Source: an optimization exercise on an open RTL-to-GDS flow (aim: small area, a short achievable clock period and few clock cycles per item). Production flows keep margins and buffers that such runs may drop.
At most, simulation tests tie the RTL to the original design; equivalence was not proved.
No functional check of the RTL was part of runs 2, 3 and 5.
Power figures rest on the tool's default switching activity, not on a simulated workload.

## design/flow/run.sh

```bash
#!/bin/bash
# synth_recipe.tcl (not shown) runs the flow's synth.tcl, then flattens the netlist and writes it again
# the make line also repeats each setting of config.mk as NAME=value (left out here)
make -C /OpenROAD-flow-scripts/flow DESIGN_CONFIG=/design/flow/config.mk WORK_HOME=/design/flow/orfs CLKGATE_MAP_FILE= SYNTH_SCRIPT=/design/flow/synth_recipe.tcl finish
```

## design/flow/config.mk

```make
export PLATFORM = sky130hd
export DESIGN_NAME = voice_gen
export DESIGN_NICKNAME = voice_gen
export VERILOG_FILES = /design/flow/design.v
export SDC_FILE = /design/flow/constraint.sdc
export NUM_CORES = 4
export LEC_CHECK = 0
export CAP_MARGIN = 20
export CORE_MARGIN = 2
export CORE_UTILIZATION = 40
export SLEW_MARGIN = 20
```

## design/flow/constraint.sdc

```tcl
create_clock -name core_clock -period 6.5 [get_ports {clk_i}]
set_input_delay 1.3000 -clock core_clock [delete_from_list [all_inputs] [get_ports {clk_i}]]
set_output_delay 1.3000 -clock core_clock [all_outputs]
set_load 0.01 [all_outputs]
```

## design/flow/design.v

```verilog
module voice_gen #(
    parameter int unsigned NUM_VOICES = 16,
    parameter logic [22:0] LFSR_SEED  = 23'h7FFFF8
) (
    input  logic        clk_i,
    input  logic        rst_i,
    input  logic        start_i,
    input  logic [3:0]  voice_idx_i,
    input  logic [15:0] freq_i,
    input  logic [11:0] pw_i,
    input  logic [3:0]  wave_i,
    output logic        ready_o,
    output logic [9:0]  wave_o
);
    typedef enum logic [1:0] {IDLE, UPDATE, OUTPUT} state_t;
    state_t      state_q, state_d;
    logic [3:0]  idx_q, idx_d;
    logic [15:0] freq_q, freq_d;
    logic [11:0] pw_q, pw_d;
    logic [3:0]  wave_sel_q, wave_sel_d;
    logic        ready_q, ready_d;
    logic [9:0]  wave_q, wave_d;
    logic [23:0] acc_q  [NUM_VOICES];
    logic [22:0] lfsr_q [NUM_VOICES];
    logic        voice_valid;
    logic [23:0] acc_rd, acc_sum;
    logic [22:0] lfsr_rd, lfsr_next;
    logic        state_we;
    logic [9:0]  saw, tri_w, pulse, noise, shaped;
    assign voice_valid = 32'(idx_q) < NUM_VOICES;
    assign acc_rd      = voice_valid ? acc_q[idx_q]  : '0;
    assign lfsr_rd     = voice_valid ? lfsr_q[idx_q] : LFSR_SEED;
    assign acc_sum     = acc_rd + {8'd0, freq_q};
    assign lfsr_next = (!acc_rd[19] && acc_sum[19])
                     ? {lfsr_rd[21:0], lfsr_rd[22] ^ lfsr_rd[17]}
                     : lfsr_rd;
    assign saw   = acc_rd[23:14];
    assign tri_w = acc_rd[23] ? ~acc_rd[22:13] : acc_rd[22:13];
    assign pulse = (acc_rd[23:12] >= pw_q) ? '1 : '0;
    assign noise = {lfsr_rd[22], lfsr_rd[20], lfsr_rd[16], lfsr_rd[13],
                    lfsr_rd[11], lfsr_rd[7],  lfsr_rd[4],  lfsr_rd[2], 2'b00};
    always_comb begin
        shaped = '1;
        if (wave_sel_q[0]) shaped = shaped & tri_w;
        if (wave_sel_q[1]) shaped = shaped & saw;
        if (wave_sel_q[2]) shaped = shaped & pulse;
        if (wave_sel_q[3]) shaped = shaped & noise;
        if (wave_sel_q == 4'd0) shaped = '0;
    end
    always_comb begin
        state_d    = state_q;
        idx_d      = idx_q;
        freq_d     = freq_q;
        pw_d       = pw_q;
        wave_sel_d = wave_sel_q;
        ready_d    = 1'b0;
        wave_d     = wave_q;
        state_we   = 1'b0;
        case (state_q)
            IDLE: begin
                if (start_i) begin
                    idx_d      = voice_idx_i;
                    freq_d     = freq_i;
                    pw_d       = pw_i;
                    wave_sel_d = wave_i;
                    state_d    = UPDATE;
                end
            end
            UPDATE: begin
                state_we = voice_valid;
                state_d  = OUTPUT;
            end
            OUTPUT: begin
                ready_d = 1'b1;
                wave_d  = voice_valid ? shaped : '0;
                state_d = IDLE;
            end
            default: state_d = IDLE;
        endcase
    end
    always_ff @(posedge clk_i or posedge rst_i) begin
        if (rst_i) begin
            state_q    <= IDLE;
            idx_q      <= '0;
            freq_q     <= '0;
            pw_q       <= '0;
            wave_sel_q <= '0;
            ready_q    <= 1'b0;
            wave_q     <= '0;
            for (int unsigned v = 0; v < NUM_VOICES; v++) begin
                acc_q[v]  <= '0;
                lfsr_q[v] <= LFSR_SEED;
            end
        end else begin
            state_q    <= state_d;
            idx_q      <= idx_d;
            freq_q     <= freq_d;
            pw_q       <= pw_d;
            wave_sel_q <= wave_sel_d;
            ready_q    <= ready_d;
            wave_q     <= wave_d;
            if (state_we) begin
                acc_q[idx_q]  <= acc_sum;
                lfsr_q[idx_q] <= lfsr_next;
            end
        end
    end
    assign ready_o = ready_q;
    assign wave_o  = wave_q;
endmodule
```

==> impl_metrics.yaml, run 1 <==
synthesis:
  synthFlopType: "dfrtp_1"
  synth_area_leader_cell: "dfrtp_1"
  ys_types: 97
  synthesis.area_um2: 35740
  ys_seq_area_share_pct: 57.20
  synth_top_area_share_pct: 33.68
  yosysWarningCount: 3
  synth_area_leaders: "dfrtp_1 34%, dfstp_2 24%, o21ai_0 9.8%, nand2_1 8.8%, a22oi_1 3.2%"
  synth_seq_cells: 801
  synth.avg_cell_area_um2: 9.945
  synth_edf_count: 0
  synthCells: 3594
  syn_nets: 3663
  synthArstFlopShare_pct: 100.0
floorplanning:
  dieArea_um2: 91760
  die-width_um: 302.9
  rows: 109
  die_h_um: 302.9
  initial_core_util_pct: 40.38
  ioPinCount: 50
  core_area_um2: 88510
job:
  maxCapViolations: 0
place:
  dpl_cell_area_um2: 37500
  pre_cts_ws_ps: 438.2
  hpwl_um: 69380
  place.gp.congestion: 0.8398
  io_buffers: 49
  placed_cells: 4610
timing:
  setup_violations: 0
  relSlewSlack_pct: 27.41
  finClkSkew_ps: 39.17
  worst_slack_ps: 467.7
  rsz0062_at_grt: "no"
  max_freq_ghz: 0.1658
  report.final.hold_viol_count: 0
  tns_ps: 0
  fin_crit_sh_pct: 92.80
  drv_slew: 0
  min_period_ps: 6032
  worstMarginPinSlew_ps: 1089
grt:
  grt_overflow: 0
  grt_first_pass_wirelength_um: 176500
  grt_antenna_before_repair: 2
  grt_usage_pct: 25.74
  grt_max_degree: 141
  grt_pass1_vias: 26740
setup_path:
  path_class: "flip-flop to flip-flop"
  crit_fanout: 29
  critPathCaptureType: "flip-flop"
  cp.required_ps: 7030
  cp.arrival_ps: 6560
  start_kind: "flip-flop"
min_path:
  hold_path.class: "flip-flop to flip-flop"
cells_and_area:
  stdcell_count: 4764
  diodes: 0
  fillCellCount: 8388
  syn_to_final_growth_pct: 12.98
  final_nets: 3600
  final_common_cell: "nand2_1"
  final_cell_mix: "819 x nand2_1, 700 x o21ai_0, 477 x dfrtp_1"
  final_area_um2: 40380
  final_layout_size_suffix_gt1_share_pct: 20.14
power_and_ir_drop:
  peakVddDrop_mv: 0.2411
  power_density_nw_per_um2: 490.2
  power_uw: 19800
  power_leakage_uw: 0.01673
routing:
  dr.pass1.iters: 8
  first_iter_violations: 2408
  post_drt_wl_per_cell_um: 24.52
  vias_per_cell: 5.743
  drc: 0
  vias: 27360
  wl_um: 116800
  ant_nets: 0
clocking:
  htree_levels: 3
  path_clk_slew_ps: 60
  ctsHoldBuffers: 0
  cts_tree: "built"
  root_buffer: "clkbuf_16"
  cts_made_buffers: 84
  clk_path_buf_depth: 3
  cts_sinks: 801
  clk_latency_ps: 680
run_status:
  status: "finished clean"
-- routing by layer --
layer | wire length (um) | global-route usage (%) | part of all wire (%)
met4 | 3847 | 8.797 | 3.3
met3 | 8077 | 4.246 | 6.9
met2 | 53000 | 39.76 | 45
met1 | 51850 | 36.76 | 44
met5 | 13 | 0 | 0.011
-- kinds of logic after synthesis --
group	Yosys count	synth area share, %
buf+inv	352	4.372
mux	75	2.286
simple gates	1056	12.61
xor+xnor	29	0.7946
compound gates	1251	21.67
flops	801	57.20
fa+ha+maj	30	1.071
-- final cells by class --
cell class	count	area [um2]	area share, %
sequential	801	20450	50.64
multi-input combinational	2441	14000	34.68
clock buffer	132	2546	6.305
timing repair buffer	171	1506	3.730
tap	1165	1458	3.610
clock inverter	22	294.0	0.7281
inverter	32	123.9	0.3067
-- repair_timing --
item / 4_1_cts / 5_1_grt
setup buffers: 0 / 0
resized for setup: 0 / 2
endpoints found under the setup margin: 0 / 14
-- cell usage after synthesis (10+ instances only) --
library cell	instances
a21o_1	10
a21oi_1	63
a221oi_1	55
a222oi_1	21
a22o_1	52
a22oi_1	150
a32oi_1	11
and3_1	10
buf_1	17
buf_2	32
buf_6	20
clkbuf_1	240
dfrtp_1	481
dfstp_2	320
ha_1	29
inv_1	29
mux2_2	47
mux2i_1	22
nand2_1	836
nand2b_1	11
nand3_1	57
nand4_1	14
nor2_1	50
nor2b_1	10
nor3_1	12
o21ai_0	700
o21ai_1	40
o21ai_2	30
o22a_1	20
o22ai_1	17
xnor2_1	15
xor2_1	10
-- registers in the layout, indices dropped and copies added (netlist names) --
| register | cells |
|---|---|
| state_q | 2 |
| wave_q | 10 |
| freq_q | 16 |
| wave_sel_q | 4 |
| acc_q | 384 |
| lfsr_q | 368 |
| idx_q | 4 |
| ready_q | 1 |
| pw_q | 12 |
-- final timing paths --
path	start	end	slack, ps	cells past startpoint
setup / recovery	idx_q[1]	lfsr_q[4][17]	470	19
hold / removal	lfsr_q[5][18]	lfsr_q[5][18]	470	2
setup reg to reg	idx_q[1]	lfsr_q[4][17]	470	19
hold reg to reg	lfsr_q[5][18]	lfsr_q[5][18]	470	2
max in group asynchronous	rst_i	lfsr_q[2][9]	3760	4
min in group asynchronous	rst_i	lfsr_q[12][2]	1220	2
-- through the flow --
stage	hold slack [ps]	util, %
5_1_grt	478.4	45.62
3_3_place_gp	451.8	42.35
6_report	466.1	45.62
4_1_cts	465.9	45.58
3_5_place_dp	456.8	42.37
2_1_floorplan	441.3	-
-- power by group --
group,total [uW],switching [uW],internal [uW]
clock,5010,2080,2930
combinational,6380,4290,2090
sequential,8410,1080,7330
-- worst max-delay path, stage by stage, from the launching register on --
cell	delay, ps
dfrtp_2	840
nand2b_1	520
nor2_4	250
a22o_1	250
a221oi_1	220
nand3_1	110
o22a_1	170
ha_1	370
o21ai_0	110
o21bai_1	190
o21ai_1	240
o31ai_1	500
a31oi_2	280
nor3_1	270
ha_1	470
clkinv_1	200
buf_4	220
nand2_1	60
o21a_1	440
o21ai_0	170
Testbench counts, summed over its fixed seeds: cycles 96,000, items 32,000.
==> run 2, diff against run 1 <==
==> design/flow/design.v (replaced) <==
module voice_gen #(
    parameter int unsigned NUM_VOICES = 16,
    parameter logic [22:0] LFSR_SEED  = 23'h7FFFF8,
    parameter int unsigned SPLIT      = 8
) (
    input  logic        clk_i,
    input  logic        rst_i,
    input  logic        start_i,
    input  logic [3:0]  voice_idx_i,
    input  logic [15:0] freq_i,
    input  logic [11:0] pw_i,
    input  logic [3:0]  wave_i,
    output logic        ready_o,
    output logic [9:0]  wave_o
);
    localparam int unsigned HI = 24 - SPLIT;    
    localparam int unsigned FH = 16 - SPLIT;    
    logic [SPLIT-1:0] acc_lo_m [NUM_VOICES];
    logic [HI-1:0]    acc_hi_m [NUM_VOICES];
    logic [22:0]      lfsr_m   [NUM_VOICES];
    logic [NUM_VOICES-1:0] vld_q;
    logic          ready_q;
    logic [3:0]    idx_q;
    logic [11:0]   pw_q;
    logic [3:0]    sel_q;
    logic [HI-1:0] hi_q;      
    logic [FH-1:0] fh_q;      
    logic          c_q;       
    logic [22:0]   lfsr_q;    
    logic [HI-1:0] hi_sum;
    logic [23:0]   acc_new;
    logic          lfsr_step;
    logic [22:0]   lfsr_next;
    logic [9:0]    saw, tri_w, pulse, noise, shaped;
    assign hi_sum    = hi_q + HI'(fh_q) + HI'(c_q);
    assign acc_new   = {hi_sum, {SPLIT{1'b0}}};
    assign lfsr_step = !hi_q[19-SPLIT] && hi_sum[19-SPLIT];
    assign lfsr_next = lfsr_step ? {lfsr_q[21:0], lfsr_q[22] ^ lfsr_q[17]} : lfsr_q;
    assign saw   = acc_new[23:14];
    assign tri_w = acc_new[23] ? ~acc_new[22:13] : acc_new[22:13];
    assign pulse = (acc_new[23:12] >= pw_q) ? '1 : '0;
    assign noise = {lfsr_next[22], lfsr_next[20], lfsr_next[16], lfsr_next[13],
                    lfsr_next[11], lfsr_next[7],  lfsr_next[4],  lfsr_next[2], 2'b00};
    always_comb begin
        shaped = '1;
        if (sel_q[0]) shaped = shaped & tri_w;
        if (sel_q[1]) shaped = shaped & saw;
        if (sel_q[2]) shaped = shaped & pulse;
        if (sel_q[3]) shaped = shaped & noise;
        if (sel_q == 4'd0) shaped = '0;
    end
    logic         fwd;
    logic         vld_rd;
    logic [SPLIT-1:0] lo_rd;
    logic [SPLIT:0]   lo_sum;
    logic [HI-1:0]    hi_rd;
    logic [22:0]      lfsr_rd;
    assign fwd     = ready_q && (voice_idx_i == idx_q);
    assign vld_rd  = vld_q[voice_idx_i];
    assign lo_rd   = vld_rd ? acc_lo_m[voice_idx_i] : '0;
    assign hi_rd   = vld_rd ? acc_hi_m[voice_idx_i] : '0;
    assign lfsr_rd = vld_rd ? lfsr_m[voice_idx_i]   : LFSR_SEED;
    assign lo_sum  = {1'b0, lo_rd} + {1'b0, freq_i[SPLIT-1:0]};
    always_ff @(posedge clk_i) begin
        idx_q  <= voice_idx_i;
        pw_q   <= pw_i;
        sel_q  <= wave_i;
        hi_q   <= fwd ? hi_sum    : hi_rd;
        lfsr_q <= fwd ? lfsr_next : lfsr_rd;
        fh_q   <= freq_i[15:SPLIT];
        c_q    <= lo_sum[SPLIT];
        for (int unsigned v = 0; v < NUM_VOICES; v++) begin
            if (start_i && voice_idx_i == 4'(v))
                acc_lo_m[v] <= lo_sum[SPLIT-1:0];
            if (ready_q && idx_q == 4'(v)) begin
                acc_hi_m[v] <= hi_sum;
                lfsr_m[v]   <= lfsr_next;
            end
        end
    end
    always_ff @(posedge clk_i or posedge rst_i) begin
        if (rst_i) begin
            ready_q <= 1'b0;
            vld_q   <= '0;
        end else begin
            ready_q <= start_i;
            if (start_i) vld_q[voice_idx_i] <= 1'b1;
        end
    end
    assign ready_o = ready_q;
    assign wave_o  = shaped;
endmodule
--- a/design/flow/config.mk
+++ b/design/flow/config.mk
@@ -8,4 +8,5 @@
 export CAP_MARGIN = 20
 export CORE_MARGIN = 2
 export CORE_UTILIZATION = 40
+export SETUP_SLACK_MARGIN = 2.0
 export SLEW_MARGIN = 20
==> impl_metrics.yaml, run 2 <==
synthesis:
  synth.avg_cell_area_um2: 16.04
  yosysWarningCount: 4
  synth_area_leaders: "edfxtp_1 69%, dfxtp_1 4.1%, a22oi_1 3.0%, a22o_1 1.5%, a222oi_1 1.4%"
  synth_seq_cells: 837
  syn_nets: 2120
  synthFlopType: "edfxtp_1"
  synth_top_area_share_pct: 68.84
  synth_most_common_cell: "edfxtp_1"
  synthArstFlopShare_pct: 2.031
  synthesis.area_um2: 32800
  ys_seq_area_share_pct: 74.29
  synthTopCellsByCount: "752 x edfxtp_1, 131 x a22oi_1, 94 x nand2_1"
  synthCells: 2045
  ys_types: 86
  synth_area_leader_cell: "edfxtp_1"
  synth_edf_count: 752
timing:
  fin_crit_sh_pct: 81.99
  report.final.hold_viol_count: 0
  rsz0062_at_grt: "yes"
  relSlewSlack_pct: 35.82
  worstMarginPinSlew_ps: 962.7
  finClkSkew_ps: 27.75
  drv_slew: 0
  max_freq_ghz: 0.1876
  setup_violations: 0
  tns_ps: 0
  min_period_ps: 5330
floorplanning:
  ioPinCount: 50
  dieArea_um2: 84310
  die_h_um: 290.4
  die-width_um: 290.4
  core_area_um2: 81580
  initial_core_util_pct: 40.21
  rows: 105
routing:
  vias_per_cell: 6.214
  post_drt_wl_per_cell_um: 30.99
  vias: 20640
  wl_um: 102900
  dr.pass1.iters: 7
  first_iter_violations: 2645
  drc: 0
  ant_nets: 0
cells_and_area:
  reg_top3: "lfsr_m: 368 flops, acc_hi_m: 256 flops, acc_lo_m: 128 flops"
  syn_to_final_growth_pct: 17.56
  largest_register: "lfsr_m"
  final_common_cell: "edfxtp_1"
  final_cell_mix: "752 x edfxtp_1, 131 x a22oi_1, 126 x buf_4"
  diodes: 0
  final_nets: 2260
  largest_reg_flops: 368
  fillCellCount: 6851
  final_layout_size_suffix_gt1_share_pct: 20.35
min_path:
  worstHoldStart: "vld_q[5]"
  hold_depth: 1
  hold_path.class: "flip-flop to flip-flop"
  worstHoldEndpoint: "vld_q[5]"
clocking:
  cts_made_buffers: 86
  root_buffer: "clkbuf_16"
  cts_sinks: 837
  clk_path_buf_depth: 3
  cts_tree: "built"
  ctsHoldBuffers: 0
  path_clk_slew_ps: 60
  clk_latency_ps: 640
  htree_levels: 3
grt:
  grt_antenna_before_repair: 0
  grt_first_pass_wirelength_um: 145800
  grt_usage_pct: 23.97
  grt_overflow: 0
  grt_pass1_vias: 20200
  grt_max_degree: 63
place:
  hpwl_um: 57250
  place.gp.congestion: 0.9032
  io_buffers: 49
setup_path:
  rr_worst_depth: 13
  critPathCaptureType: "primary output"
  cp.arrival_ps: 4030
  cp.required_ps: 5200
  start_kind: "flip-flop"
  crit_fanout: 5
  rrSetupSlack_ps: 3070
  path_class: "flip-flop to primary output"
  regToRegEndpoint: "acc_lo_m[5][6]"
  rr_startpoint: "vld_q[0]"
job:
  maxCapViolations: 0
power_and_ir_drop:
  power_leakage_uw: 0.01263
  peakVddDrop_mv: 0.1895
  power_density_nw_per_um2: 338.7
  power_uw: 13060
run_status:
  status: "finished clean"
==> run 2: cell types whose count changed after synthesis, moves of 23 or more <==
cell,previous run,this run
o21ai_2,30,1
nand3_1,57,31
dfstp_2,320,0
o21ai_0,700,57
o21ai_1,40,3
a222oi_1,21,46
edfxtp_1,0,752
dfxtp_1,0,68
nand2_1,836,94
clkbuf_1,240,66
dfrtp_1,481,17
nor2_1,50,82
mux2i_1,22,45
==> run 2: routing by layer <==
metal	vias to the layer above	routed length (um)	track usage, %
met4	0	2876	7.470
met1	10670	40670	32.08
met2	1251	49630	40.04
met5	-	0	0
met3	186	9755	4.061
li1	8525	-	-
==> run 2: layout make-up <==
cell class / count / area (um2) / area share [%]
inverters: 48 / 225.2 / 0.5840
repair buffers: 185 / 1521 / 3.945
flip-flops and latches: 837 / 24370 / 63.20
multi-input cells: 1027 / 8384 / 21.74
clock inverters: 39 / 345.3 / 0.8955
clock buffers: 115 / 2379 / 6.168
well taps: 1070 / 1339 / 3.472
==> run 2: power breakdown <==
part           switching [uW]  total [uW]  leakage (uW)  internal (uW)
Combinational            1180        1770       0.00382            593
Sequential               98.3        6490       0.00749           6400
Clock                    2030        4800       0.00132           2770
==> run 2: logic make-up after synthesis <==
family	count (synthesis)	synth area share, %
mux	87	3.021
compound gates	535	12.82
buf+inv	182	2.437
xor+xnor	37	1.045
fa+ha+maj	36	1.442
simple gates	331	4.947
flops	837	74.29
==> run 2: stage by stage <==
step                worst slack (ps)  instance area (um2)  utilization [%]  hold slack, ps  cells
finish                          1170                38560            47.27           449.7   3321
global route                    1003                38560            47.27           472.9   3321
CTS                             1232                38440            47.12           453.8   3316
detailed placement             707.0                35020            42.92           439.8   3125
global placement               798.9                35020            42.92           434.2   3125
floorplan                       2001                32960                -           422.6   2045
==> run 2: what timing repair did <==
action,4_1_cts,5_1_grt
buffers inserted,36,5
pin swaps,34,18
setup endpoints to repair,91,43
cloned,1,0
gates resized for setup,138,19
==> run 2: worst max path at each step <==
stage | startpoint | to | slack [ps] | cells past startpoint
floorplan | hi_q[0] | wave_o[9] | 2000 | 15
global route | c_q | wave_o[9] | 1000 | 16
global placement | voice_idx_i[0] | acc_lo_m[10][6] | 800 | 17
finish | c_q | wave_o[4] | 1170 | 18
CTS | c_q | wave_o[4] | 1230 | 18
detailed placement | voice_idx_i[0] | acc_lo_m[5][6] | 710 | 17
==> run 2: worst max-delay path: stages (launching register included) <==
cell and delay, ps:
dfxtp_2 330, fa_2 260, inv_2 50, fa_2 330
nand2b_4 160, a21oi_4 260, buf_6 150, o2111ai_2 90
nand3b_1 230, clkinvlp_4 200, ha_4 190, a21oi_2 170
o21ai_4 70, a41oi_4 250, o22ai_2 140, buf_6 190
o21ai_2 60, a211oi_2 60, buf_2 180
==> run 3, diff against run 2 <==
==> design/flow/design.v (replaced) <==
module voice_gen #(
    parameter int unsigned NUM_VOICES = 16,
    parameter logic [22:0] LFSR_SEED  = 23'h7FFFF8
) (
    input  logic        clk_i,
    input  logic        rst_i,
    input  logic        start_i,
    input  logic [3:0]  voice_idx_i,
    input  logic [15:0] freq_i,
    input  logic [11:0] pw_i,
    input  logic [3:0]  wave_i,
    output logic        ready_o,
    output logic [9:0]  wave_o
);
    logic [11:0] acc_lo_m [NUM_VOICES];
    logic [11:0] acc_hi_m [NUM_VOICES];
    logic [22:0] lfsr_m   [NUM_VOICES];
    logic [NUM_VOICES-1:0] vld_q;
    logic        ready_q;
    logic [3:0]  idx_q;
    logic [3:0]  sel_q;
    logic [11:0] hi_q;      
    logic [3:0]  fh_q;      
    logic        c_q;       
    logic [12:0] fp_q;      
    logic [22:0] lfsr_q;    
    logic [12:0] hi_sum;    
    logic [11:0] a;         
    logic [13:0] d;         
    logic        lfsr_step;
    logic [22:0] lfsr_next;
    logic [9:0]  saw, tri_w, pulse, noise, shaped;
    assign hi_sum    = {1'b0, hi_q} + 13'(fh_q) + 13'(c_q);
    assign a         = hi_sum[11:0];
    assign lfsr_step = !hi_q[7] && a[7];
    assign lfsr_next = lfsr_step ? {lfsr_q[21:0], lfsr_q[22] ^ lfsr_q[17]} : lfsr_q;
    assign d     = {2'b00, hi_q} + {fp_q[12], fp_q} + 14'(c_q);
    assign pulse = (!d[13] && (!hi_sum[12] || d[12])) ? '1 : '0;
    assign saw   = a[11:2];
    assign tri_w = a[11] ? ~a[10:1] : a[10:1];
    assign noise = {lfsr_next[22], lfsr_next[20], lfsr_next[16], lfsr_next[13],
                    lfsr_next[11], lfsr_next[7],  lfsr_next[4],  lfsr_next[2], 2'b00};
    always_comb begin
        shaped = '1;
        if (sel_q[0]) shaped = shaped & tri_w;
        if (sel_q[1]) shaped = shaped & saw;
        if (sel_q[2]) shaped = shaped & pulse;
        if (sel_q[3]) shaped = shaped & noise;
        if (sel_q == 4'd0) shaped = '0;
    end
    logic        fwd;
    logic        vld_rd;
    logic [11:0] lo_rd, hi_rd;
    logic [12:0] lo_sum;
    logic [22:0] lfsr_rd;
    assign fwd     = ready_q && (voice_idx_i == idx_q);
    assign vld_rd  = vld_q[voice_idx_i];
    assign lo_rd   = vld_rd ? acc_lo_m[voice_idx_i] : '0;
    assign hi_rd   = vld_rd ? acc_hi_m[voice_idx_i] : '0;
    assign lfsr_rd = vld_rd ? lfsr_m[voice_idx_i]   : LFSR_SEED;
    assign lo_sum  = {1'b0, lo_rd} + {1'b0, freq_i[11:0]};
    always_ff @(posedge clk_i) begin
        idx_q  <= voice_idx_i;
        sel_q  <= wave_i;
        hi_q   <= fwd ? a         : hi_rd;
        lfsr_q <= fwd ? lfsr_next : lfsr_rd;
        fh_q   <= freq_i[15:12];
        c_q    <= lo_sum[12];
        fp_q   <= {9'd0, freq_i[15:12]} - {1'b0, pw_i};
        for (int unsigned v = 0; v < NUM_VOICES; v++) begin
            if (start_i && voice_idx_i == 4'(v))
                acc_lo_m[v] <= lo_sum[11:0];
            if (ready_q && idx_q == 4'(v)) begin
                acc_hi_m[v] <= a;
                lfsr_m[v]   <= lfsr_next;
            end
        end
    end
    always_ff @(posedge clk_i or posedge rst_i) begin
        if (rst_i) begin
            ready_q <= 1'b0;
            vld_q   <= '0;
        end else begin
            ready_q <= start_i;
            if (start_i) vld_q[voice_idx_i] <= 1'b1;
        end
    end
    assign ready_o = ready_q;
    assign wave_o  = shaped;
endmodule
--- a/design/flow/config.mk
+++ b/design/flow/config.mk
@@ -8,5 +8,7 @@
 export CAP_MARGIN = 20
 export CORE_MARGIN = 2
 export CORE_UTILIZATION = 40
+export CTS_CLUSTER_DIAMETER = 80
+export CTS_CLUSTER_SIZE = 24
 export SETUP_SLACK_MARGIN = 2.0
 export SLEW_MARGIN = 20
==> impl_metrics.yaml, run 3 <==
routing:
  drc: 0
  first_iter_violations: 2754
  vias_per_cell: 6.204
  post_drt_wl_per_cell_um: 30.80
  dr.pass1.iters: 7
  vias: 19860
  ant_nets: 0
  wl_um: 98610
place:
  hpwl_um: 56180
  place.gp.congestion: 0.8491
  io_buffers: 49
  pre_cts_ws_ps: 519.0
  placed_cells: 3072
setup_path:
  regToRegEndpoint: "acc_lo_m[13][11]"
  critPathTopFamily: "compound AO/OA/AOI/OAI gates"
  critPathCaptureType: "primary output"
  rr_startpoint: "vld_q[3]"
  critPathBufInv: 4
  rrSetupSlack_ps: 2780
  path_class: "flip-flop to primary output"
  start_kind: "flip-flop"
  rr_worst_depth: 14
  cp.arrival_ps: 3350
  cp.required_ps: 5200
  crit_chain: "inv_2 -> fa_2 -> nor2b_2 -> o31a_1 -> o2111a_2 -> ha_4 -> buf_4 -> buf_6 -> mux2i_4 -> a22o_1 -> a211oi_2 -> buf_2"
  cp-startpoint: "c_q"
  crit_end: "wave_o[2]"
  path_depth: 12
  crit_fanout: 6
  worst_path_max_delay_cell: "dfxtp_4"
  max_stage_delay_ps: 440
timing:
  drv_slew: 0
  tns_ps: 0
  relSlewSlack_pct: 32.25
  fin_crit_sh_pct: 71.57
  holdWs_ps: 460.1
  setup_violations: 0
  worst_slack_ps: 1848
  max_freq_ghz: 0.2150
  finClkSkew_ps: 23.36
  min_period_ps: 4652
  worstMarginPinSlew_ps: 1016
  report.final.hold_viol_count: 0
  rsz0062_at_grt: "yes"
job:
  maxCapViolations: 0
clocking:
  root_buffer: "clkbuf_16"
  clk_latency_ps: 610
  cts_sinks: 830
  cts_made_buffers: 41
  path_clk_slew_ps: 100
  clk_path_buf_depth: 3
  ctsHoldBuffers: 0
  htree_levels: 2
  cts_tree: "built"
grt:
  grt_pass1_vias: 19440
  grt_overflow: 0
  grt_antenna_before_repair: 0
  grt_usage_pct: 23.46
  grt_first_pass_wirelength_um: 140800
  grt_max_degree: 67
synthesis:
  yosysWarningCount: 4
  ys_types: 77
  synth.avg_cell_area_um2: 16.18
  synth_edf_count: 752
  ys_seq_area_share_pct: 74.63
  syn_nets: 2087
  synthCells: 2007
  synth_top_area_share_pct: 69.56
  synth_area_leaders: "edfxtp_1 70%, dfxtp_1 3.8%, a22oi_1 3.1%, a22o_1 1.9%, mux2_2 1.5%"
  synth_seq_cells: 830
  synth_area_leader_cell: "edfxtp_1"
  synth_most_common_cell: "edfxtp_1"
  synthesis.area_um2: 32460
  synthFlopType: "edfxtp_1"
  synthArstFlopShare_pct: 2.048
  synthTopCellsByCount: "752 x edfxtp_1, 133 x a22oi_1, 80 x nand2_1"
cells_and_area:
  reg_top3: "lfsr_m: 368 flops, acc_hi_m: 192 flops, acc_lo_m: 192 flops"
  syn_to_final_growth_pct: 13.26
  final_cell_mix: "752 x edfxtp_1, 133 x a22oi_1, 112 x buf_4"
  final_common_cell: "edfxtp_1"
  final_layout_size_suffix_gt1_share_pct: 16.43
  largest_register: "lfsr_m"
  diodes: 0
  largest_reg_flops: 368
  stdcell_count: 3202
  final_nets: 2189
power_and_ir_drop:
  sw_frac_of_total_pct: 25.84
  power_density_nw_per_um2: 299.7
  peakVddDrop_mv: 0.2009
  power_leakage_uw: 0.01183
  seqPwrFrac_pct: 58.5
  switchingPower_uw: 2847
  p_int_uw: 8173
  comb_power_share_pct: 14.8
  p_clk_share_pct: 26.7
floorplanning:
  die_h_um: 288.9
  initial_core_util_pct: 40.37
  ioPinCount: 50
  core_area_um2: 80420
  dieArea_um2: 83460
  die-width_um: 288.9
  rows: 104
min_path:
  hold_path.class: "flip-flop to flip-flop"
run_status:
  status: "finished clean"
==> run 3: layout make-up <==
cell class | count | area (um2)
Clock buffer | 69 | 1184
Clock inverter | 7 | 51.30
Fill cell | 6922 | 43650
Inverter | 43 | 161.4
Multi-Input combinational cell | 1009 | 8208
Sequential cell | 830 | 24230
Tap cell | 1060 | 1326
Timing Repair Buffer | 184 | 1608
==> run 3: cells by family after synthesis <==
logic type	Yosys count	synth area share [%]
AOI/OAI and AO/OA	534	12.40
xor gates and xnor gates	43	1.160
adders and majority gates	41	1.673
buffers and inverters	169	2.386
DFF	830	74.63
muxes	84	2.983
and+or+nand+nor	306	4.771
==> run 3: stage by stage <==
step                      utilization (%)  power, uW  area [um2]
after detailed placement            42.99       7948       34570
after global routing                45.72      11350       36770
final                               45.72      11020       36770
after CTS                           45.28      10930       36420
after floorplan                         -       7362       32670
after global placement              42.99       7903       34570
==> run 3: worst min-delay path by stage <==
stage | from | end | slack [ps] | cells past startpoint
final | vld_q[14] | vld_q[14] | 460 | 1
after global routing | vld_q[14] | vld_q[14] | 480 | 1
after CTS | vld_q[14] | vld_q[14] | 460 | 1
after detailed placement | vld_q[14] | vld_q[14] | 440 | 1
after global placement | vld_q[10] | vld_q[10] | 440 | 1
after floorplan | vld_q[10] | vld_q[10] | 420 | 1
==> run 3: power by group through the flow <==
stage	logic (uW)	registers [uW]	clock network [uW]
3_5_place_dp	1390	6560	0
5_1_grt	1740	6470	3140
3_3_place_gp	1350	6560	0
6_report	1630	6450	2940
4_1_cts	1520	6450	2970
2_1_floorplan	856	6510	0
==> run 3: routing by layer <==
layer | share of wire [%] | global-route usage, % | vias up
li1 | - | - | 8262
met5 | 0 | 0 | -
met2 | 48 | 38.17 | 1129
met1 | 40 | 32.93 | 10300
met4 | 3.2 | 7.526 | 0
met3 | 9.2 | 2.976 | 170
==> run 3: repair_timing <==
action                     CTS  global route
pin swaps                   16            25
resized for setup          110            46
setup buffers               36            17
setup endpoints to repair  155            74
cloned                       0             1
==> run 4, diff against run 3 <==
==> design/flow/design.v (replaced) <==
module voice_gen #(
    parameter int unsigned NUM_VOICES = 16,
    parameter logic [22:0] LFSR_SEED  = 23'h7FFFF8
) (
    input  logic        clk_i,
    input  logic        rst_i,
    input  logic        start_i,
    input  logic [3:0]  voice_idx_i,
    input  logic [15:0] freq_i,
    input  logic [11:0] pw_i,
    input  logic [3:0]  wave_i,
    output logic        ready_o,
    output logic [9:0]  wave_o
);
    logic [23:0] acc_m  [NUM_VOICES];
    logic [22:0] lfsr_m [NUM_VOICES];
    logic [NUM_VOICES-1:0] vld_q;
    logic        ready_q;
    logic [3:0]  idx_q;
    logic [15:0] freq_q;
    logic [11:0] pw_q;
    logic [3:0]  sel_q;
    logic [23:0] acc_q;
    logic [22:0] lfsr_q;
    logic [23:0] acc_sum;
    logic        lfsr_step;
    logic [22:0] lfsr_next;
    logic [9:0]  saw, tri_w, pulse, noise, shaped;
    assign acc_sum   = acc_q + {8'd0, freq_q};
    assign lfsr_step = !acc_q[19] && acc_sum[19];
    assign lfsr_next = lfsr_step ? {lfsr_q[21:0], lfsr_q[22] ^ lfsr_q[17]} : lfsr_q;
    assign saw   = acc_sum[23:14];
    assign tri_w = acc_sum[23] ? ~acc_sum[22:13] : acc_sum[22:13];
    assign pulse = (acc_sum[23:12] >= pw_q) ? '1 : '0;
    assign noise = {lfsr_next[22], lfsr_next[20], lfsr_next[16], lfsr_next[13],
                    lfsr_next[11], lfsr_next[7],  lfsr_next[4],  lfsr_next[2], 2'b00};
    always_comb begin
        shaped = '1;
        if (sel_q[0]) shaped = shaped & tri_w;
        if (sel_q[1]) shaped = shaped & saw;
        if (sel_q[2]) shaped = shaped & pulse;
        if (sel_q[3]) shaped = shaped & noise;
        if (sel_q == 4'd0) shaped = '0;
    end
    logic        fwd;
    logic        vld_rd;
    logic [23:0] acc_rd;
    logic [22:0] lfsr_rd;
    assign fwd     = ready_q && (voice_idx_i == idx_q);
    assign vld_rd  = vld_q[voice_idx_i];
    assign acc_rd  = vld_rd ? acc_m[voice_idx_i]  : '0;
    assign lfsr_rd = vld_rd ? lfsr_m[voice_idx_i] : LFSR_SEED;
    always_ff @(posedge clk_i) begin
        idx_q  <= voice_idx_i;
        freq_q <= freq_i;
        pw_q   <= pw_i;
        sel_q  <= wave_i;
        acc_q  <= fwd ? acc_sum   : acc_rd;
        lfsr_q <= fwd ? lfsr_next : lfsr_rd;
        for (int unsigned v = 0; v < NUM_VOICES; v++) begin
            if (ready_q && idx_q == 4'(v)) begin
                acc_m[v]  <= acc_sum;
                lfsr_m[v] <= lfsr_next;
            end
        end
    end
    always_ff @(posedge clk_i or posedge rst_i) begin
        if (rst_i) begin
            ready_q <= 1'b0;
            vld_q   <= '0;
        end else begin
            ready_q <= start_i;
            if (ready_q) vld_q[idx_q] <= 1'b1;
        end
    end
    assign ready_o = ready_q;
    assign wave_o  = shaped;
endmodule
--- a/design/flow/config.mk
+++ b/design/flow/config.mk
@@ -8,7 +8,4 @@
 export CAP_MARGIN = 20
 export CORE_MARGIN = 2
 export CORE_UTILIZATION = 40
-export CTS_CLUSTER_DIAMETER = 80
-export CTS_CLUSTER_SIZE = 24
-export SETUP_SLACK_MARGIN = 2.0
 export SLEW_MARGIN = 20
==> impl_metrics.yaml, run 4 <==
cells_and_area:
  reg_top3: "acc_m: 384 flops, lfsr_m: 368 flops, acc_q: 24 flops"
  fillCellCount: 6787
  stdcell_count: 3267
  diodes: 0
  largest_register: "acc_m"
  syn_to_final_growth_pct: 15.45
  final_cell_mix: "752 x edfxtp_1, 163 x a22oi_1, 92 x buf_4"
  final_common_cell: "edfxtp_1"
  final_layout_size_suffix_gt1_share_pct: 14.82
  final_nets: 2211
  largest_reg_flops: 384
  postLayoutCoreUtil_pct: 46.71
setup_path:
  max_stage_delay_ps: 540
  cp.required_ps: 5200
  cp.arrival_ps: 5010
  crit_fanout: 4
  critPathBufInv: 1
  start_kind: "flip-flop"
  crit_chain: "ha_1 -> fa_2 -> a211oi_4 -> o21ai_2 -> a21o_1 -> a21oi_4 -> nor2_1 -> nor2_1 -> xor2_1 -> ha_1 -> nand2b_1 -> a21oi_1 -> nor2b_1 -> o21ai_1 -> a21oi_2 -> o211ai_1 -> a311oi_2 -> o2111a_1 -> clkdlybuf4s50_1"
  critPathCaptureType: "primary output"
  critPathTopFamily: "compound AO/OA/AOI/OAI gates"
  path_class: "flip-flop to primary output"
  worst_path_max_delay_cell: "clkdlybuf4s50_1"
grt:
  grt_pass1_vias: 19650
  grt_overflow: 0
  grt_max_degree: 49
  grt_first_pass_wirelength_um: 144500
  grt_usage_pct: 24.47
  grt_antenna_before_repair: 1
routing:
  post_drt_wl_per_cell_um: 31.40
  met3WireLength_um: 11000
  ant_nets: 0
  wl_um: 102600
  top_layer: "met5"
  vias_per_cell: 6.221
  drt-met1-wl_um: 40120
  vias: 20320
  first_iter_violations: 2864
  dr.pass1.iters: 7
  drc: 0
  wl_met2_um: 48630
place:
  pre_cts_ws_ps: 387.7
  hpwl_um: 57950
  place.gp.congestion: 0.8771
  io_buffers: 49
  placed_cells: 3107
floorplanning:
  rows: 104
  dieArea_um2: 83760
  core_area_um2: 80550
  initial_core_util_pct: 40.46
  die-width_um: 289.4
  ioPinCount: 50
  die_h_um: 289.4
clocking:
  ctsHoldBuffers: 0
  cts_sinks: 852
  root_buffer: "clkbuf_16"
  path_clk_slew_ps: 60
  clk_latency_ps: 650
  cts_made_buffers: 83
  cts_tree: "built"
  htree_levels: 3
  clk_path_buf_depth: 3
synthesis:
  synth_most_common_cell: "edfxtp_1"
  synthFlopType: "edfxtp_1"
  ys_seq_area_share_pct: 75.70
  synth_edf_count: 752
  synth_seq_cells: 852
  ys_types: 77
  synth.avg_cell_area_um2: 16.10
  synthesis.area_um2: 32590
  syn_nets: 2098
  synthCells: 2024
  yosysWarningCount: 3
  synthTopCellsByCount: "752 x edfxtp_1, 163 x a22oi_1, 89 x nor2_1"
  synth_area_leaders: "edfxtp_1 69%, dfxtp_1 5.1%, a22oi_1 3.8%, a22o_1 1.5%, a221oi_1 1.4%"
  synthArstFlopShare_pct: 1.995
  synth_area_leader_cell: "edfxtp_1"
  synth_top_area_share_pct: 69.30
timing:
  tns_ps: 0
  relSlewSlack_pct: 24.13
  worstMarginPinSlew_ps: 1138
  setup_violations: 0
  report.final.hold_viol_count: 0
  worst_slack_ps: 192.6
  finClkSkew_ps: 32.74
  min_period_ps: 6307
  max_freq_ghz: 0.1585
  fin_crit_sh_pct: 97.04
  holdWs_ps: 457.0
  drv_slew: 0
min_path:
  hold_path.class: "flip-flop to flip-flop"
run_status:
  status: "finished clean"
power_and_ir_drop:
  peakVddDrop_mv: 0.2292
  power_density_nw_per_um2: 354.4
  power_leakage_uw: 0.01231
job:
  maxCapViolations: 0
[run 4: cell count changes after synthesis, sizes merged, moves of 13 or more]
cell | before | now
a22oi | 133 | 163
nor2 | 66 | 91
dfxtp | 61 | 83
a222oi | 41 | 22
nand3 | 30 | 48
o31ai | 1 | 16
a211oi | 21 | 7
a22o | 69 | 56
[run 4: cells by family after synthesis]
group           share of synthesized area (%)
simple gates                            4.769
mux                                     2.258
flops                                   75.70
compound gates                          12.95
xor+xnor                               0.9791
fa+ha+maj                               1.367
buf+inv                                 1.977
[run 4: layer usage]
layer	vias up	track usage [%]
met5	-	0
met3	172	5.079
li1	8425	-
met4	2	7.861
met2	1191	39.32
met1	10530	33.39
[run 4: area by class of cell]
type	instances	area [um2]	area share, %
Sequential cell	852	24670	65.57
Multi-Input combinational cell	1020	7620	20.25
Clock buffer	111	2268	6.030
Tap cell	1060	1326	3.525
Timing Repair Buffer	145	1260	3.349
Clock inverter	44	346.6	0.9212
Inverter	35	131.4	0.3492
[run 4: worst register-to-register path, delay by kind of cell, from the launching register on]
family                     cells  cell delay, ps
AOI/OAI and AO/OA              5            1120
adders and majority gates      2             740
buffers and inverters          2             680
DFF                            1             310
muxes                          1             750
and+or+nand+nor                1             130
[run 4: repair_timing]
item | 4_1_cts | 5_1_grt
setup buffers | 1 | 2
resized for setup | 11 | 9
endpoints found under the setup margin | 10 | 10
pin swaps | 1 | 7
gates cloned | 0 | 0
[run 4: final timing paths]
kind	from	cells after the start	endpoint	slack (ps)
worst min register to register	vld_q[7]	1	vld_q[7]	460
worst min-delay path	vld_q[7]	1	vld_q[7]	460
worst max-delay path	freq_q[0]	19	wave_o[4]	190
min in group asynchronous	rst_i	2	vld_q[14]	1060
max in group asynchronous	rst_i	2	vld_q[8]	5020
worst max register to register	acc_q[2]	11	lfsr_m[15][7]	2420
[run 4: metrics by stage]
stage | power (uW) | instance area, um2
after detailed placement | 8700 | 34890
final | 13330 | 37620
after CTS | 13330 | 37520
after floorplan | 7900 | 32590
after global placement | 8641 | 34830
after global routing | 13750 | 37620
[run 4: power by group]
part           internal (uW)  switching, uW
Clock                   2630           2050
Combinational            551           1310
Sequential              6690            105
Total                   9870           3470
Testbench counts of run 4, summed over its fixed seeds: cycles 32,000, items 32,000.
==> run 5, diff against run 4 <==
==> design/flow/design.v (replaced) <==
module voice_gen #(
    parameter int unsigned NUM_VOICES = 16,
    parameter logic [22:0] LFSR_SEED  = 23'h7FFFF8
) (
    input  logic        clk_i,
    input  logic        rst_i,
    input  logic        start_i,
    input  logic [3:0]  voice_idx_i,
    input  logic [15:0] freq_i,
    input  logic [11:0] pw_i,
    input  logic [3:0]  wave_i,
    output logic        ready_o,
    output logic [9:0]  wave_o
);
    logic [23:0] acc_m  [NUM_VOICES];
    logic [22:0] lfsr_m [NUM_VOICES];
    logic [NUM_VOICES-1:0] vld_q;
    logic        ready_q;
    logic [3:0]  idx_q;
    logic [11:0] pw_q;
    logic [3:0]  sel_q;
    logic [23:0] acc_q;     
    logic [22:0] lfsr_q;    
    logic        step_q;    
    logic        fwd;
    logic        vld_rd;
    logic [23:0] acc_rd, acc_old, acc_sum;
    logic [22:0] lfsr_rd, lfsr_old, lfsr_next;
    assign fwd      = ready_q && (voice_idx_i == idx_q);
    assign vld_rd   = vld_q[voice_idx_i];
    assign acc_rd   = vld_rd ? acc_m[voice_idx_i]  : '0;
    assign lfsr_rd  = vld_rd ? lfsr_m[voice_idx_i] : LFSR_SEED;
    assign acc_old  = fwd ? acc_q     : acc_rd;
    assign lfsr_old = fwd ? lfsr_next : lfsr_rd;
    assign acc_sum  = acc_old + {8'd0, freq_i};
    logic [9:0]  saw, tri_w, pulse, noise, shaped;
    assign lfsr_next = step_q ? {lfsr_q[21:0], lfsr_q[22] ^ lfsr_q[17]} : lfsr_q;
    assign saw   = acc_q[23:14];
    assign tri_w = acc_q[23] ? ~acc_q[22:13] : acc_q[22:13];
    assign pulse = (acc_q[23:12] >= pw_q) ? '1 : '0;
    assign noise = {lfsr_next[22], lfsr_next[20], lfsr_next[16], lfsr_next[13],
                    lfsr_next[11], lfsr_next[7],  lfsr_next[4],  lfsr_next[2], 2'b00};
    always_comb begin
        shaped = '1;
        if (sel_q[0]) shaped = shaped & tri_w;
        if (sel_q[1]) shaped = shaped & saw;
        if (sel_q[2]) shaped = shaped & pulse;
        if (sel_q[3]) shaped = shaped & noise;
        if (sel_q == 4'd0) shaped = '0;
    end
    always_ff @(posedge clk_i) begin
        idx_q  <= voice_idx_i;
        pw_q   <= pw_i;
        sel_q  <= wave_i;
        acc_q  <= acc_sum;
        lfsr_q <= lfsr_old;
        step_q <= !acc_old[19] && acc_sum[19];
        for (int unsigned v = 0; v < NUM_VOICES; v++) begin
            if (ready_q && idx_q == 4'(v)) begin
                acc_m[v]  <= acc_q;
                lfsr_m[v] <= lfsr_next;
            end
        end
    end
    always_ff @(posedge clk_i or posedge rst_i) begin
        if (rst_i) begin
            ready_q <= 1'b0;
            vld_q   <= '0;
        end else begin
            ready_q <= start_i;
            if (ready_q) vld_q[idx_q] <= 1'b1;
        end
    end
    assign ready_o = ready_q;
    assign wave_o  = shaped;
endmodule
--- a/design/flow/config.mk
+++ b/design/flow/config.mk
@@ -8,4 +8,5 @@
 export CAP_MARGIN = 20
 export CORE_MARGIN = 2
 export CORE_UTILIZATION = 40
+export SETUP_SLACK_MARGIN = 2.0
 export SLEW_MARGIN = 20
==> impl_metrics.yaml, run 5 <==
synthesis:
  synthAdderAreaFrac_pct: 1.447
  synth.mux.area_fraction_pct: 1.502
  synth_compound_area_share_pct: 12.89
  synthArstFlopShare_pct: 2.031
  synth_area_leader_cell: "edfxtp_1"
  synth_top_family_by_area: "compound AO/OA/AOI/OAI gates"
  synthTopCellsByCount: "752 x edfxtp_1, 125 x a22oi_1, 100 x a22o_1"
  synth_seq_cells: 837
  synth_top_area_share_pct: 71.35
  ys_seq_area_share_pct: 77.00
  synthCells: 1897
  synth.avg_cell_area_um2: 16.68
  synthFlopType: "edfxtp_1"
  synth_area_leaders: "edfxtp_1 71%, dfxtp_1 4.3%, a22oi_1 3.0%, a22o_1 2.8%, a221oi_1 2.7%"
  synth_simple_gate_area_share_pct: 4.436
  synth_xor_area_share_pct: 0.9132
  synthesis.area_um2: 31650
  ys_types: 74
  yosysWarningCount: 3
  syn_nets: 1972
  synth_most_common_cell: "edfxtp_1"
  synth_edf_count: 752
floorplanning:
  core_area_um2: 78610
  ioPinCount: 50
  dieArea_um2: 81390
  initial_core_util_pct: 40.26
  die_h_um: 285.3
  die-width_um: 285.3
  rows: 103
routing:
  drc: 0
  dr.pass1.iters: 5
  vias_per_cell: 6.079
  vias: 19470
  first_iter_violations: 2459
  wl_um: 93570
  ant_nets: 0
  post_drt_wl_per_cell_um: 29.21
min_path:
  hold_depth: 1
  worstHoldEndpoint: "vld_q[3]"
  hold_path.class: "flip-flop to flip-flop"
  worstHoldStart: "vld_q[3]"
grt:
  grt_max_degree: 48
  grt_pass1_vias: 19100
  grt_first_pass_wirelength_um: 133000
  grt_overflow: 0
  grt_usage_pct: 22.32
  grt_antenna_before_repair: 0
timing:
  worstMarginPinSlew_ps: 1148
  relSlewSlack_pct: 23.30
  max_freq_ghz: 0.2191
  min_period_ps: 4564
  finClkSkew_ps: 37.42
  report.final.hold_viol_count: 0
  fin_crit_sh_pct: 70.21
  setup_violations: 0
  drv_slew: 0
  tns_ps: 0
  rsz0062_at_grt: "yes"
  holdWs_ps: 469.4
power_and_ir_drop:
  p_int_uw: 9820
  seqPwrFrac_pct: 52.7
  power_density_nw_per_um2: 345.4
  peakVddDrop_mv: 0.2219
  sw_frac_of_total_pct: 24.65
  comb_power_share_pct: 10.5
  p_clk_share_pct: 36.8
  switchingPower_uw: 3212
  power_leakage_uw: 0.01252
cells_and_area:
  final_nets: 2156
  reg_top3: "acc_m: 384 flops, lfsr_m: 368 flops, acc_q: 24 flops"
  final_common_cell: "edfxtp_1"
  final_cell_mix: "752 x edfxtp_1, 125 x a22oi_1, 116 x buf_4"
  largest_reg_flops: 384
  syn_to_final_growth_pct: 19.23
  postLayoutCoreUtil_pct: 48.00
  largest_register: "acc_m"
  diodes: 0
  final_layout_size_suffix_gt1_share_pct: 18.11
place:
  place.gp.congestion: 0.8282
  io_buffers: 49
  hpwl_um: 46990
clocking:
  cts_tree: "built"
  path_clk_slew_ps: 60
  clk_latency_ps: 640
  cts_sinks: 837
  htree_levels: 3
  cts_made_buffers: 86
  clk_path_buf_depth: 3
  root_buffer: "clkbuf_16"
setup_path:
  cp.required_ps: 7010
  rrSetupSlack_ps: 2340
  path_class: "input port to flip-flop"
  rr_worst_depth: 17
  cp-startpoint: "voice_idx_i[3]"
  regToRegEndpoint: "acc_q[23]"
  start_kind: "input port"
  cp.arrival_ps: 5070
  critPathCaptureType: "flip-flop"
  rr_startpoint: "ready_q"
  crit_fanout: 21
job:
  maxCapViolations: 0
run_status:
  status: "finished clean"
run 5: cell types whose count changed after synthesis, sizes merged, moves of 18 or more:
cell | before | now
a21oi | 74 | 56
a221oi | 52 | 97
a222oi | 22 | 4
a22o | 56 | 100
a22oi | 163 | 125
buf | 60 | 30
clkbuf | 57 | 77
mux2 | 36 | 16
nand2 | 83 | 60
nor2 | 91 | 46
run 5: area by class of cell:
cell class,instances,area [um2]
clock buffer,130,2482
clock inverter,30,249.0
fill,6610,40880
inverter,33,135.1
multi-input combinational,923,7223
sequential,837,24370
tap,1050,1314
timing repair buffer,200,1957
run 5: layer usage:
metal	global-route usage [%]	share of wire, %
met1	31.68	42
met2	35.78	47
met3	3.768	9.0
met4	5.838	2.2
met5	0	0
run 5: how the worst max path moves through the flow:
stage,cells past startpoint,end,slack (ps)
finish,18,acc_q[23],1940
global route,18,acc_q[19],1800
CTS,18,acc_q[19],1900
detailed placement,19,acc_q[19],620
global placement,19,acc_q[19],730
floorplan,18,acc_q[18],1820
run 5: logic make-up after synthesis:
| family | count (synthesis) |
|---|---|
| DFF | 837 |
| muxes | 43 |
| AOI/OAI and AO/OA | 536 |
| buffers and inverters | 140 |
| xor gates and xnor gates | 33 |
| and+or+nand+nor | 272 |
| adders and majority gates | 36 |
run 5: repair_timing:
| action | CTS | global route |
|---|---|---|
| endpoints found under the setup margin | 24 | 23 |
| setup buffers | 31 | 37 |
| gates resized for setup | 57 | 56 |
| hold buffers | 0 | 0 |
| cloned | 2 | 9 |
| pin swaps | 9 | 43 |
run 5: through the flow:
step | instance area (um2) | cells | setup WS, ps | power, uW
finish | 37730 | 3203 | 1936 | 13030
global route | 37730 | 3203 | 1803 | 13420
CTS | 37100 | 3157 | 1904 | 12970
floorplan | 32080 | 1897 | 1819 | 7610
detailed placement | 33900 | 2964 | 619.1 | 8183
global placement | 33900 | 2964 | 734.0 | 8130
run 5: power groups by stage:
stage | clock network, uW | registers [uW] | logic, uW
CTS | 4830 | 6860 | 1280
global route | 5040 | 6910 | 1480
detailed placement | 0 | 6980 | 1200
global placement | 0 | 6960 | 1170
finish | 4800 | 6860 | 1370
floorplan | 0 | 6860 | 746
run 5: critical path, cell delays in order:
cell and delay [ps]:
buf_12 180, clkinvlp_4 180, buf_4 200, a32oi_1 220, nand3_2 120, or3_4 480, buf_12 180, o21ai_0 220
ha_1 310, a21o_1 210, a2111o_1 430, o221a_4 260, nand4_1 80, nand4b_1 180, buf_4 180, and4_1 170
nand2_1 80, xnor2_1 70
==> run 6, diff against run 5 <==
--- a/design/flow/design.v
+++ b/design/flow/design.v
@@ -24,15 +24,14 @@
     logic        step_q;    
     logic        fwd;
     logic        vld_rd;
-    logic [23:0] acc_rd, acc_old, acc_sum;
+    logic [23:0] acc_rd, acc_sum;
     logic [22:0] lfsr_rd, lfsr_old, lfsr_next;
     assign fwd      = ready_q && (voice_idx_i == idx_q);
     assign vld_rd   = vld_q[voice_idx_i];
     assign acc_rd   = vld_rd ? acc_m[voice_idx_i]  : '0;
     assign lfsr_rd  = vld_rd ? lfsr_m[voice_idx_i] : LFSR_SEED;
-    assign acc_old  = fwd ? acc_q     : acc_rd;
     assign lfsr_old = fwd ? lfsr_next : lfsr_rd;
-    assign acc_sum  = acc_old + {8'd0, freq_i};
+    assign acc_sum  = acc_rd + {8'd0, freq_i};
     logic [9:0]  saw, tri_w, pulse, noise, shaped;
     assign lfsr_next = step_q ? {lfsr_q[21:0], lfsr_q[22] ^ lfsr_q[17]} : lfsr_q;
     assign saw   = acc_q[23:14];
@@ -54,12 +53,12 @@
         sel_q  <= wave_i;
         acc_q  <= acc_sum;
         lfsr_q <= lfsr_old;
-        step_q <= !acc_old[19] && acc_sum[19];
+        step_q <= !acc_rd[19] && acc_sum[19];
         for (int unsigned v = 0; v < NUM_VOICES; v++) begin
-            if (ready_q && idx_q == 4'(v)) begin
-                acc_m[v]  <= acc_q;
+            if (start_i && voice_idx_i == 4'(v))
+                acc_m[v]  <= acc_sum;
+            if (ready_q && idx_q == 4'(v))
                 lfsr_m[v] <= lfsr_next;
-            end
         end
     end
     always_ff @(posedge clk_i or posedge rst_i) begin
@@ -68,7 +67,7 @@
             vld_q   <= '0;
         end else begin
             ready_q <= start_i;
-            if (ready_q) vld_q[idx_q] <= 1'b1;
+            if (start_i) vld_q[voice_idx_i] <= 1'b1;
         end
     end
     assign ready_o = ready_q;
--- a/design/flow/config.mk
+++ b/design/flow/config.mk
@@ -8,5 +8,5 @@
 export CAP_MARGIN = 20
 export CORE_MARGIN = 2
 export CORE_UTILIZATION = 40
-export SETUP_SLACK_MARGIN = 2.0
+export SETUP_SLACK_MARGIN = 2.6
 export SLEW_MARGIN = 20
==> impl_metrics.yaml, run 6 <==
timing:
  min_period_ps: 4614
  tns_ps: 0
  report.final.hold_viol_count: 0
  fin_crit_sh_pct: 70.99
  relSlewSlack_pct: 19.90
  setup_violations: 0
  finClkSkew_ps: 24.26
  rsz0062_at_grt: "yes"
  worstMarginPinSlew_ps: 1198
  worst_slack_ps: 1886
  drv_slew: 0
  max_freq_ghz: 0.2167
setup_path:
  cp.required_ps: 6860
  critPathCaptureType: "flip-flop"
  cp-startpoint: "voice_idx_i[0]"
  rr_worst_depth: 18
  cp.arrival_ps: 4980
  critPathTopFamily: "compound AO/OA/AOI/OAI gates"
  crit_chain: "buf_8 -> buf_8 -> buf_6 -> inv_4 -> ha_4 -> buf_4 -> nand2b_4 -> nor2_4 -> buf_12 -> a22oi_2 -> nand3_1 -> o22ai_2 -> nor2_4 -> ha_4 -> fa_2 -> a211oi_4 -> o21ai_2 -> a41o_1 -> a21o_4 -> a21o_1 -> a21oi_4 -> buf_6 -> xnor2_4"
  critPathBufInv: 7
  worst_path_max_delay_cell: "fa_2"
  start_kind: "input port"
  max_stage_delay_ps: 370
  path_depth: 23
  path_class: "input port to flip-flop"
  rr_startpoint: "vld_q[0]"
  crit_fanout: 8
synthesis:
  ys_types: 77
  synthArstFlopShare_pct: 2.061
  synth_top_area_share_pct: 71.51
  synthTopCellsByCount: "752 x edfxtp_1, 187 x a22oi_1, 72 x nor2_1"
  synthCells: 1919
  yosysWarningCount: 3
  synth_seq_cells: 825
  synth_area_leaders: "edfxtp_1 72%, a22oi_1 4.4%, dfxtp_1 3.6%, a221oi_1 1.4%, dfrtp_1 1.3%"
  syn_nets: 1993
  synth_area_leader_cell: "edfxtp_1"
  synth_most_common_cell: "edfxtp_1"
  ys_seq_area_share_pct: 76.41
  synth_edf_count: 752
  synthesis.area_um2: 31580
  synth.avg_cell_area_um2: 16.45
  synthFlopType: "edfxtp_1"
power_and_ir_drop:
  power_uw: 13370
  peakVddDrop_mv: 0.2624
  seqPwrFrac_pct: 48.2
  comb_power_share_pct: 17.3
  p_int_uw: 9947
  power_leakage_uw: 0.01332
  p_clk_share_pct: 34.5
  power_density_nw_per_um2: 335.1
  sw_frac_of_total_pct: 25.61
  switchingPower_uw: 3423
clocking:
  htree_levels: 3
  path_clk_slew_ps: 60
  cts_made_buffers: 81
  root_buffer: "clkbuf_16"
  clk_path_buf_depth: 3
  cts_sinks: 825
  clk_latency_ps: 650
  cts_tree: "built"
  ctsHoldBuffers: 0
place:
  pre_cts_ws_ps: 266.7
  hpwl_um: 52880
  place.gp.congestion: 0.8624
  dpl_cell_area_um2: 34060
  io_buffers: 49
min_path:
  hold_depth: 1
  worstHoldStart: "vld_q[6]"
  hold_path.class: "flip-flop to flip-flop"
floorplanning:
  rows: 103
  ioPinCount: 50
  die_h_um: 285.0
  dieArea_um2: 81210
  core_area_um2: 78610
  initial_core_util_pct: 40.17
  die-width_um: 285.0
cells_and_area:
  final_nets: 2282
  diodes: 0
  final_common_cell: "edfxtp_1"
  final_area_um2: 39900
  final_layout_size_suffix_gt1_share_pct: 27.91
  reg_top3: "acc_m: 384 flops, lfsr_m: 368 flops, lfsr_q: 23 flops"
  postLayoutCoreUtil_pct: 50.75
  largest_reg_flops: 384
  syn_to_final_growth_pct: 26.35
  fillCellCount: 6329
  largest_register: "acc_m"
  final_cell_mix: "752 x edfxtp_1, 170 x a22oi_1, 167 x buf_4"
job:
  maxCapViolations: 0
grt:
  grt_max_degree: 38
  grt_usage_pct: 23.80
  grt_first_pass_wirelength_um: 140000
  grt_pass1_vias: 20160
  grt_antenna_before_repair: 1
  grt_overflow: 0
routing:
  drc: 0
  ant_nets: 0
  dr.pass1.iters: 8
  vias: 20250
  wl_um: 99520
  first_iter_violations: 2513
  vias_per_cell: 6.091
  post_drt_wl_per_cell_um: 29.93
run_status:
  status: "finished clean"
[run 6: cell types whose count changed after synthesis, moves of 24 or more]
cell      change
a221oi_1     -48
a22o_1       -56
a22oi_1      +62
clkbuf_1     -24
nor2_1       +26
[run 6: power groups by stage]
stage | Sequential, uW | Clock [uW] | Combinational (uW)
after global placement | 6560 | 0 | 1340
after CTS | 6450 | 4640 | 2050
after global routing | 6460 | 4860 | 2420
after floorplan | 6500 | 0 | 905
after detailed placement | 6560 | 0 | 1380
final | 6450 | 4610 | 2310
[run 6: logic make-up after synthesis]
kind of cell,count (synthesis),synth area share [%]
AO/OA/AOI/OAI,503,11.97
adder cells (fa/ha/maj),35,1.411
XOR/XNOR,34,0.9430
AND/OR/NAND/NOR,320,5.223
buffers and inverters,151,2.152
flip-flops,825,76.41
multiplexers,51,1.886
[run 6: worst paths after layout]
kind | slack (ps) | to
setup reg to reg | 2500 | acc_m[7][17]
hold reg to reg | 460 | vld_q[6]
min in group asynchronous | 1120 | ready_q
max in group asynchronous | 4840 | vld_q[2]
hold / removal | 460 | vld_q[6]
setup / recovery | 1890 | acc_m[6][12]
[run 6: repair_timing]
item	in CTS	in global routing
pin swaps	62	45
endpoints found under the setup margin	475	375
gates resized for setup	245	84
setup buffers	135	19
cloned	24	3
[run 6: cell type report]
type,count,area (um2),share of cell area (%)
Clock buffer,106,2151,5.391
Clock inverter,44,396.6,0.9941
Inverter,31,131.4,0.3293
Multi-Input combinational cell,953,8433,21.14
Sequential cell,825,24130,60.49
Tap cell,1050,1314,3.293
Timing Repair Buffer,315,3329,8.345
Timing Repair inverter,1,7.507,0.01882
[run 6: metal layers]
| layer | GRT usage [%] | vias to the layer above | wire, um |
|---|---|---|---|
| li1 | - | 8372 | - |
| met1 | 31.62 | 10360 | 38140 |
| met2 | 39.36 | 1272 | 48090 |
| met3 | 3.896 | 249 | 9197 |
| met4 | 9.228 | 0 | 4099 |
| met5 | 0 | - | 0 |
[run 6: per-stage QoR]
stage,std cells,hold slack (ps)
finish,3325,457.1
global route,3325,476.8
CTS,3302,456.4
detailed placement,2993,442.3
global placement,2993,435.7
floorplan,1919,422.6
Testbench counts of run 6, summed over its fixed seeds: cycles 32,000, items 32,000.
==> run 7, diff against run 6 <==
--- a/design/flow/config.mk
+++ b/design/flow/config.mk
@@ -8,5 +8,5 @@
 export CAP_MARGIN = 20
 export CORE_MARGIN = 2
 export CORE_UTILIZATION = 40
-export SETUP_SLACK_MARGIN = 2.6
+export SETUP_SLACK_MARGIN = 2.0
 export SLEW_MARGIN = 20
==> impl_metrics.yaml, run 7 <==
routing:
  first_iter_violations: 2339
  dr.pass1.iters: 7
  post_drt_wl_per_cell_um: 29.18
  vias_per_cell: 6.088
  vias: 19400
  drc: 0
  wl_um: 93010
  ant_nets: 0
floorplanning:
  core_area_um2: 78610
  ioPinCount: 50
  dieArea_um2: 81210
  die_h_um: 285.0
  rows: 103
  die-width_um: 285.0
  initial_core_util_pct: 40.17
place:
  hpwl_um: 51930
  io_buffers: 49
  place.gp.congestion: 0.8993
timing:
  fin_crit_sh_pct: 68.73
  finClkSkew_ps: 29.57
  setup_violations: 0
  min_period_ps: 4468
  tns_ps: 0
  report.final.hold_viol_count: 0
  max_freq_ghz: 0.2238
  drv_slew: 0
  relSlewSlack_pct: 22.75
  rsz0062_at_grt: "yes"
  worstMarginPinSlew_ps: 1156
synthesis:
  synth.avg_cell_area_um2: 16.45
  synth_edf_count: 752
  synth_seq_cells: 825
  synth_top_family_by_area: "compound AO/OA/AOI/OAI gates"
  synth_xor_area_share_pct: 0.9431
  synth_top_area_share_pct: 71.51
  syn_nets: 1993
  synthAdderAreaFrac_pct: 1.411
  synth_area_leaders: "edfxtp_1 72%, a22oi_1 4.4%, dfxtp_1 3.6%, a221oi_1 1.4%, dfrtp_1 1.3%"
  synth_simple_gate_area_share_pct: 5.222
  yosysWarningCount: 3
  ys_types: 77
  synthArstFlopShare_pct: 2.061
  synthesis.area_um2: 31580
  synthCells: 1919
  synth.mux.area_fraction_pct: 1.886
  synthTopCellsByCount: "752 x edfxtp_1, 187 x a22oi_1, 72 x nor2_1"
  ys_seq_area_share_pct: 76.41
  synthFlopType: "edfxtp_1"
  synth_area_leader_cell: "edfxtp_1"
  synth_compound_area_share_pct: 11.97
  synth_most_common_cell: "edfxtp_1"
grt:
  grt_antenna_before_repair: 0
  grt_first_pass_wirelength_um: 133100
  grt_pass1_vias: 18890
  grt_usage_pct: 22.56
  grt_max_degree: 41
  grt_overflow: 0
cells_and_area:
  largest_reg_flops: 384
  diodes: 0
  final_nets: 2149
  syn_to_final_growth_pct: 18.70
  reg_top3: "acc_m: 384 flops, lfsr_m: 368 flops, lfsr_q: 23 flops"
  largest_register: "acc_m"
  postLayoutCoreUtil_pct: 47.68
  final_layout_size_suffix_gt1_share_pct: 18.81
  final_cell_mix: "752 x edfxtp_1, 186 x a22oi_1, 121 x buf_4"
  final_common_cell: "edfxtp_1"
setup_path:
  critPathCaptureType: "flip-flop"
  cp-startpoint: "voice_idx_i[0]"
  crit_fanout: 10
  path_class: "input port to flip-flop"
  start_kind: "input port"
  cp.arrival_ps: 4820
  rr_startpoint: "vld_q[11]"
  cp.required_ps: 6850
  rrSetupSlack_ps: 2480
run_status:
  status: "finished clean"
clocking:
  cts_sinks: 825
  root_buffer: "clkbuf_16"
  clk_latency_ps: 640
  cts_tree: "built"
  cts_made_buffers: 81
  clk_path_buf_depth: 3
  ctsHoldBuffers: 0
  path_clk_slew_ps: 60
  htree_levels: 3
min_path:
  hold_path.class: "flip-flop to flip-flop"
  worstHoldStart: "vld_q[6]"
job:
  maxCapViolations: 0
power_and_ir_drop:
  power_leakage_uw: 0.01228
  power_density_nw_per_um2: 335.4
  peakVddDrop_mv: 0.2093
-- run 7: cell types whose count changed in the layout (fill, tap and decap cells not counted), sizes merged, moves of 2 or more --
cell,change
buf,-129
and3b,-2
clkdlybuf4s50,+8
dlymetal6s2s,+2
bufbuf,-3
inv,-5
xnor2,-5
-- run 7: logic make-up after synthesis --
group,Yosys count
flops,825
compound gates,503
simple gates,320
buf+inv,151
mux,51
fa+ha+maj,35
xor+xnor,34
-- run 7: path summary, 6_finish.rpt --
kind | endpoint | depth (start not counted)
worst min register to register | vld_q[6] | 1
worst min-delay path | vld_q[6] | 1
worst max register to register | acc_m[10][12] | 15
worst max-delay path | acc_m[10][12] | 16
min in group asynchronous | vld_q[7] | 2
max in group asynchronous | vld_q[11] | 2
-- run 7: critical path, stage by stage --
cell,delay [ps]
buf_8,140
mux4_2,510
a22o_1,260
a221oi_4,230
buf_12,190
nor2_1,70
ha_2,200
fa_2,420
a211oi_4,310
o21ai_2,120
a41o_1,200
a21o_1,190
a21o_1,220
a21oi_4,150
buf_12,160
xnor2_4,120
-- run 7: report_power, final --
part | internal [uW] | switching [uW] | total (uW)
registers | 6340 | 125 | 6460
logic | 545 | 1010 | 1550
clock network | 2570 | 1990 | 4560
total | 9460 | 3120 | 12600
-- run 7: final cells by class --
class,instances,area (um2)
Clock inverter,38,367.9
Fill cell,6654,41130
Tap cell,1050,1314
Clock buffer,107,2185
Timing Repair Buffer,191,1839
Inverter,31,121.4
Sequential cell,825,24130
Multi-Input combinational cell,945,7525
-- run 7: routing by layer --
layer	routed length (um)	global-route usage, %	vias to the layer above	share of wire [%]
met3	9608	4.552	177	10
li1	-	-	8075	-
met2	43200	35.33	1196	46
met4	2524	7.369	0	2.7
met5	0	0	-	0
met1	37680	31.70	9954	41
-- run 7: timing repair --
action,4_1_cts,5_1_grt
endpoints found under the hold margin,0,0
endpoints found under the setup margin,400,276
resized for setup,60,33
pin swaps,14,15
setup buffers,33,13
gates cloned,1,1
-- run 7: through the flow --
stage	power, uW	setup slack [ps]	instances	hold WS (ps)	cell area (um2)
after floorplan	7376	1702	1919	422.6	31980
after global placement	7876	152.1	2991	442.4	33940
after detailed placement	7924	96.93	2994	444.8	34020
after CTS	12550	2004	3173	458.4	37190
after global routing	12950	1932	3187	477.6	37480
final	12570	2032	3187	461.3	37480

## what the ideal ports hide
The flow's constraints put no driver on any port. The routed layouts listed below were extracted and timed again, unchanged, in two steps.
Step 1: set_driving_cell puts a clkbuf_16 on clk_i and a buf_2 on each other input, an assumption about the parent block.
Step 2 adds t to the input delays and takes it off the output delays; t is the mean of the earliest and latest rising clock arrival at the registers after step 1. Input paths then give back, and output paths get back, about the clock's delay inside the block.
Slacks: ideal ports / drivers / drivers and shift; pairs: ideal ports / drivers.
run | shift t [ns] | setup slack, ns | worst data-port slew with drivers (ns)
run 1 | 0.724 | 0.468 / 0.468 / 0.468 | 0.04
run 2 | 0.701 | 1.170 / 1.102 / 1.390 | 0.09
run 3 | 0.668 | 1.848 / 1.784 / 1.412 | 0.09
run 4 | 0.693 | 0.193 / 0.134 / 0.826 | 0.07
run 5 | 0.682 | 1.936 / 1.889 / 1.207 | 0.22
run 6 | 0.702 | 1.886 / 1.892 / 1.190 | 0.06
run 7 | 0.694 | 2.032 / 2.019 / 1.326 | 0.08
After both steps every run listed still meets setup and hold. The setup slack of run 5, which loses most, moves by -0.047 ns with the drivers and by -0.729 ns with both steps.
